Source: an optimization exercise on an open RTL-to-GDS flow (aim: small area). Production flows keep margins and buffers that such runs may drop.
At most, simulation tests tie the RTL to the original design; equivalence was not proved.
Power is estimated from default activity; no workload was simulated.

== build 31 ==
## isa_core
module isa_core
(
    input  logic              clk,
    input  logic              rst_n,
    input  logic              run,
    input  logic              host_we,
    input  isa_pkg::reg_idx_t host_idx,
    input  isa_pkg::word_t    host_data,
    input  logic              instr_valid,
    input  isa_pkg::word_t    instr_data,
    output logic              fetch_req,
    output isa_pkg::pc_t      fetch_addr,
    output logic              wb_valid,
    output isa_pkg::reg_idx_t wb_idx,
    output isa_pkg::word_t    wb_data,
    output logic              io_stall
);
Size: roughly 1000 cells after synthesis, ~330 flip-flops, roughly 75 I/O pins.
clock: 5.5 ns
lec_check: 0
abc_clock_period_in_ps: 5500
cap_margin: 20
core_margin: 2
core_utilization: 80
place_density: 0.9
slew_margin: 20
standard.sh (not shown) runs the stock make flow with config.mk's settings and CLKGATE_MAP_FILE= SYNTH_SCRIPT=/design/flow/synth_recipe.tcl, a recipe that flattens the netlist after the stock synthesis.
==> flow/flow/run.sh <==
#!/bin/bash
# The standard layout (standard.sh) with these changes:
#  - synthesis (flow/synth.tcl) maps the register-file ring muxes to o22ai
#    cells before ABC maps the rest
#  - port buffers use the smallest buffer cell
#  - the clock tree is built from small clock buffers in small sink
#    clusters, without dummy loads
# The ORFS tools log to orfs/logs as usual; make's output goes to
# standard.log.
set -euo pipefail
here=$(pwd)
sed "s#SYNTH_SCRIPT=[^ ]*#SYNTH_SCRIPT=$here/flow/synth.tcl#" standard.sh > standard_own.sh
export FLOW_FLOW_DIR=$here/flow
export BUFFER_PORTS_ARGS="-buffer_cell sky130_fd_sc_hd__buf_1"
export CTS_ARGS="-sink_clustering_enable -repair_clock_nets -dont_use_dummy_load -buf_list {sky130_fd_sc_hd__clkbuf_4} -sink_clustering_size 10 -sink_clustering_max_diameter 50"
bash standard_own.sh > standard.log 2>&1
==> flow/flow/abc.script <==
&get -n
&st
&dch
&nf
&st
&syn2
&if -g -K 6
&synch2
&nf
&st
&syn2
&if -g -K 6
&synch2
&nf
&st
&syn2
&if -g -K 6
&synch2
&nf
&st
&syn2
&if -g -K 6
&synch2
&nf
&st
&syn2
&if -g -K 6
&synch2
&nf
&put
topo
stime -c
==> flow/flow/ringmux.v <==
// Map a 2:1 mux into one o22ai cell: Y = !((!S | !B) & (S | !A)) = S ? B : A.
// The inverters are left to ABC, which merges them with their drivers.
module \$_MUX_ (A, B, S, Y);
  input A, B, S;
  output Y;
  wire na, nb, ns;
  \$_NOT_ inv_a (.A(A), .Y(na));
  \$_NOT_ inv_b (.A(B), .Y(nb));
  \$_NOT_ inv_s (.A(S), .Y(ns));
  sky130_fd_sc_hd__o22ai_1 _TECHMAP_REPLACE_ (.A1(ns), .A2(nb), .B1(S), .B2(na), .Y(Y));
endmodule
==> flow/flow/synth.tcl <==
# The standard flow's synthesis script (synth_recipe.tcl) with one addition: just before
# the final ABC mapping, the 2:1 muxes that feed the register-file ring
# flip-flops are mapped to single o22ai cells (flow/ringmux.v), so every
# ring bit gets the same small cell. ABC maps the rest as usual. The
# flip-flops are mapped before this point, so the registers are the same
# as in the standard synthesis. If flow/abc.script exists, ABC runs that
# script instead of ORFS's speed script.
proc synth {args} { yosys synth -nofsm -noshare {*}$args }
proc abc {args} {
  yosys select -set ringmux {*}{c:u_reg_file.ring* %ci1:+[D] %ci1:+[Y] t:$_MUX_ %i}
  yosys select -count @ringmux
  yosys techmap -map $::env(FLOW_FLOW_DIR)/ringmux.v @ringmux
  yosys opt_expr
  yosys opt_merge
  yosys opt_expr
  yosys opt_clean
  set i [lsearch -exact $args -script]
  if { $i >= 0 && [file exists $::env(FLOW_FLOW_DIR)/abc.script] } {
    lset args [expr {$i + 1}] $::env(FLOW_FLOW_DIR)/abc.script
  }
  yosys abc {*}$args
}
source $::env(SCRIPTS_DIR)/synth.tcl
# left out here: clear keep_hierarchy, flatten, clean up, hide names made inside functions, write 1_2_yosys.v
Here is what was changed in the inputs of build 79 compared with build 31.
- PLACE_DENSITY: 0.9 -> 0.78
- CORE_UTILIZATION: 80 -> 70
- GPL_TIMING_DRIVEN: unset -> 0
--- a/flow/flow/run.sh
+++ b/flow/flow/run.sh
@@ -14,3 +14,3 @@
 export BUFFER_PORTS_ARGS="-buffer_cell sky130_fd_sc_hd__buf_1"
-export CTS_ARGS="-sink_clustering_enable -repair_clock_nets -dont_use_dummy_load -buf_list {sky130_fd_sc_hd__clkbuf_4} -sink_clustering_size 10 -sink_clustering_max_diameter 50"
+export CTS_ARGS="-sink_clustering_enable -repair_clock_nets -dont_use_dummy_load -buf_list {sky130_fd_sc_hd__clkbuf_4} -sink_clustering_size 10 -sink_clustering_max_diameter 40"
 bash standard_own.sh > standard.log 2>&1
--- a/flow/flow/synth.tcl
+++ b/flow/flow/synth.tcl
@@ -5,4 +5,3 @@
 # flip-flops are mapped before this point, so the registers are the same
-# as in the standard synthesis. If flow/abc.script exists, ABC runs that
-# script instead of ORFS's speed script.
+# as in the standard synthesis.
 proc synth {args} { yosys synth -nofsm -noshare {*}$args }
@@ -16,6 +15,2 @@
   yosys opt_clean
-  set i [lsearch -exact $args -script]
-  if { $i >= 0 && [file exists $::env(FLOW_FLOW_DIR)/abc.script] } {
-    lset args [expr {$i + 1}] $::env(FLOW_FLOW_DIR)/abc.script
-  }
   yosys abc {*}$args
removed: flow/flow/abc.script
Results
Build 79 has completed all stages; timing, DRC and antenna checks passed.
The layout overhead on the synthesized area on build 79 is in line with that on build 31.
Looking at total power, build 79 sits about 1.1% higher than build 31 does.
When the final numbers for build 31 and build 79 were put side by side, the routed length on met2 turned out to be greater in build 31.
Run comparison: build 79 critical path launch point u_fetch_ctrl.fetching; build 31 critical path launch point instr_data[9]
The following lists how build 34 was set up differently from build 79:
- changing CORE_UTILIZATION from 70 to 55
- removing GPL_TIMING_DRIVEN (formerly 0)
- removing PLACE_DENSITY (formerly 0.78)
--- a/flow/flow/run.sh
+++ b/flow/flow/run.sh
@@ -2,4 +2,4 @@
 # The standard layout (standard.sh) with these changes:
-#  - synthesis (flow/synth.tcl) maps the register-file ring muxes to o22ai
-#    cells before ABC maps the rest
+#  - if flow/abc.script exists, synthesis (flow/synth.tcl, otherwise the
+#    same as synth_recipe.tcl) maps the logic with that ABC script
 #  - port buffers use the smallest buffer cell
@@ -11,4 +11,8 @@
 here=$(pwd)
-sed "s#SYNTH_SCRIPT=[^ ]*#SYNTH_SCRIPT=$here/flow/synth.tcl#" standard.sh > standard_own.sh
-export FLOW_FLOW_DIR=$here/flow
+if [[ -f flow/abc.script ]]; then
+  sed "s#SYNTH_SCRIPT=[^ ]*#SYNTH_SCRIPT=$here/flow/synth.tcl#" standard.sh > standard_own.sh
+  export FLOW_ABC_SCRIPT=$here/flow/abc.script
+else
+  cp standard.sh standard_own.sh
+fi
 export BUFFER_PORTS_ARGS="-buffer_cell sky130_fd_sc_hd__buf_1"
==> flow/flow/abc.script (new file) <==
strash
ifraig
scorr
dc2
dretime
strash
&get -n
&dch -f
&nf {D}
&put
==> flow/flow/synth.tcl <==
# The standard flow's synthesis script (synth_recipe.tcl), except that ABC maps with the
# area-oriented script in flow/abc.script instead of ORFS's speed script.
# Flip-flops are mapped before ABC runs, so the registers are the same.
proc synth {args} { yosys synth -nofsm -noshare {*}$args }
proc abc {args} {
  set i [lsearch -exact $args -script]
  if { $i >= 0 && [info exists ::env(FLOW_ABC_SCRIPT)] } {
    lset args [expr {$i + 1}] $::env(FLOW_ABC_SCRIPT)
  }
  yosys abc {*}$args
}
source $::env(SCRIPTS_DIR)/synth.tcl
# left out here: clear keep_hierarchy, flatten, clean up, hide names made inside functions, write 1_2_yosys.v
removed: flow/flow/ringmux.v
## What came out
Looking at wire length of the first global-routing pass across build 79 and build 34, the one that comes out lower is build 79. NOTE: endpoint required time on the critical path in build 34 falls short of that of build 79. Latest clock arrival within the worst-skew pair delta (build 34 -> build 79): insignificant.

---

Setup of job 8803:
Another version of the RTL of isa_core (not shown whole).
For scale: roughly 1000 cells after synthesis, about 330 flip-flops, ~75 I/O pins, ~12000 um^2 of cells after synthesis.
==> flow/config.mk <==
export PLATFORM = sky130hd
export DESIGN_NAME = isa_core
export DESIGN_NICKNAME = isa_core
export VERILOG_FILES = /design/flow/design.v
export SDC_FILE = /design/flow/constraint.sdc
export NUM_CORES = 4
export LEC_CHECK = 0
export ABC_CLOCK_PERIOD_IN_PS = 5500
export CAP_MARGIN = 20
export CORE_MARGIN = 2
export CORE_UTILIZATION = 70
export PLACE_DENSITY = 0.78
export SLEW_MARGIN = 20
==> flow/constraint.sdc <==
create_clock -name core_clock -period 5.5 [get_ports {clk}]
set_input_delay 1.1000 -clock core_clock [delete_from_list [all_inputs] [get_ports {clk}]]
set_output_delay 1.1000 -clock core_clock [all_outputs]
set_load 0.01 [all_outputs]
==> flow/flow/run.sh <==
#!/bin/bash
# The standard layout (standard.sh) with these changes:
#  - synthesis (flow/synth.tcl) maps the register-file ring muxes to o22ai
#    cells before ABC maps the rest
#  - port buffers use the smallest buffer cell
#  - the clock tree is built from small clock buffers in small sink
#    clusters, without dummy loads
# The ORFS tools log to orfs/logs as usual; make's output goes to
# standard.log.
set -euo pipefail
here=$(pwd)
sed "s#SYNTH_SCRIPT=[^ ]*#SYNTH_SCRIPT=$here/flow/synth.tcl#" standard.sh > standard_own.sh
export FLOW_FLOW_DIR=$here/flow
export BUFFER_PORTS_ARGS="-buffer_cell sky130_fd_sc_hd__buf_1"
export CTS_ARGS="-sink_clustering_enable -repair_clock_nets -dont_use_dummy_load -buf_list {sky130_fd_sc_hd__clkbuf_4} -sink_clustering_size 10 -sink_clustering_max_diameter 40"
bash standard_own.sh > standard.log 2>&1
==> flow/flow/ringmux.v <==
// Map a 2:1 mux into one o22ai cell: Y = !((!S | !B) & (S | !A)) = S ? B : A.
// The inverters are left to ABC, which merges them with their drivers.
module \$_MUX_ (A, B, S, Y);
  input A, B, S;
  output Y;
  wire na, nb, ns;
  \$_NOT_ inv_a (.A(A), .Y(na));
  \$_NOT_ inv_b (.A(B), .Y(nb));
  \$_NOT_ inv_s (.A(S), .Y(ns));
  sky130_fd_sc_hd__o22ai_1 _TECHMAP_REPLACE_ (.A1(ns), .A2(nb), .B1(S), .B2(na), .Y(Y));
endmodule
==> flow/flow/synth.tcl <==
# The standard flow's synthesis script (synth_recipe.tcl) with one addition: just before
# the final ABC mapping, the 2:1 muxes that feed the register-file ring
# flip-flops are mapped to single o22ai cells (flow/ringmux.v), so every
# ring bit gets the same small cell. ABC maps the rest as usual. The
# flip-flops are mapped before this point, so the registers are the same
# as in the standard synthesis.
proc synth {args} { yosys synth -nofsm -noshare {*}$args }
proc abc {args} {
  yosys select -set ringmux {*}{c:u_reg_file.ring* %ci1:+[D] %ci1:+[Y] t:$_MUX_ %i}
  yosys select -count @ringmux
  yosys techmap -map $::env(FLOW_FLOW_DIR)/ringmux.v @ringmux
  yosys opt_expr
  yosys opt_merge
  yosys opt_expr
  yosys opt_clean
  yosys abc {*}$args
}
source $::env(SCRIPTS_DIR)/synth.tcl
# left out here: clear keep_hierarchy, flatten, clean up, hide names made inside functions, write 1_2_yosys.v
> inputs changed (job 8803 -> job 5275)
==> flow/flow/abc.script (new file) <==
&get -n
&st
&dch
&nf
&st
&syn2
&if -g -K 6
&synch2
&nf
&st
&syn2
&if -g -K 6
&synch2
&nf
&st
&syn2
&if -g -K 6
&synch2
&nf
&st
&syn2
&if -g -K 6
&synch2
&nf
&st
&syn2
&if -g -K 6
&synch2
&nf
&put
topo
stime -c
--- a/flow/flow/synth.tcl
+++ b/flow/flow/synth.tcl
@@ -5,3 +5,4 @@
 # flip-flops are mapped before this point, so the registers are the same
-# as in the standard synthesis.
+# as in the standard synthesis. If flow/abc.script exists, ABC runs that
+# script instead of ORFS's speed script.
 proc synth {args} { yosys synth -nofsm -noshare {*}$args }
@@ -15,2 +16,6 @@
   yosys opt_clean
+  set i [lsearch -exact $args -script]
+  if { $i >= 0 && [file exists $::env(FLOW_FLOW_DIR)/abc.script] } {
+    lset args [expr {$i + 1}] $::env(FLOW_FLOW_DIR)/abc.script
+  }
   yosys abc {*}$args
--- outcome ---
- Relative max-transition margin was higher in the run labelled job 8803.
- For sequential share of layout area, job 8803 and job 5275 come out practically identical.
- Diff job 5275..job 8803 | final area | negligible
- Looking at worst hold slack across both flows, job 5275 is the weaker of the two, with job 8803 ahead.
The inputs of job 9873 differ from those of job 5275 as listed below.
- PLACE_DENSITY: 0.78 -> 0.9
- CORE_UTILIZATION: 70 -> 80
## What came out
Job 9873 finished every step from synthesis to the final layout, and the layout passed the timing, design-rule and antenna checks.
Between job 9873 and job 5275, it is job 9873 whose die area is lower, by 2200 um^2.
Job 5275 has lower worst supply voltage drop on vdd than job 9873.
Of job 9873 and job 5275, the run reporting the higher final worst slack was job 9873.
Compared with job 5275, in job 9873 layout-stage area growth over the synthesis result went down by 0.35 points; worst-margin pin slew went down by 45 ps.
No functional check of the RTL was part of any run of this note.

[separate check: timing with driven ports]
The results above use ideal ports. As a check the final layouts listed here were re-extracted and re-timed, cells and wires unchanged.
Step 1, drivers: a clkbuf_16 drives clk and a buf_2 each remaining input, both assumed.
Step 2, shift: input delay + t, output delay - t, t = (earliest + latest rising clock arrival at the registers) / 2. This alone moves slack from input paths to output paths.
Three values: ideal, step 1, step 2; two values: the first two.
run | t (ns) | setup slack, ns | worst setup path after step 2 | worst register clock-pin slew, ns
build 31 | 0.690 | 0.316 / 0.334 / -0.356 | input to register | 0.12 / 0.12
build 79 | 0.658 | 0.168 / 0.168 / -0.470 | input to register | 0.11 / 0.11
build 34 | 0.670 | 0.265 / 0.265 / -0.330 | input to register | 0.10 / 0.10
job 8803 | 0.670 | 0.298 / 0.301 / -0.357 | input to register | 0.11 / 0.11
job 5275 | 0.656 | 0.226 / 0.226 / -0.313 | input to register | 0.11 / 0.11
job 9873 | 0.674 | 0.321 / 0.321 / -0.252 | input to register | 0.12 / 0.12
Met with ideal ports but missed after step 2: setup timing in every run listed. The setup slack of build 31, which loses most, moves by +0.018 ns with the drivers and by -0.672 ns with both steps.
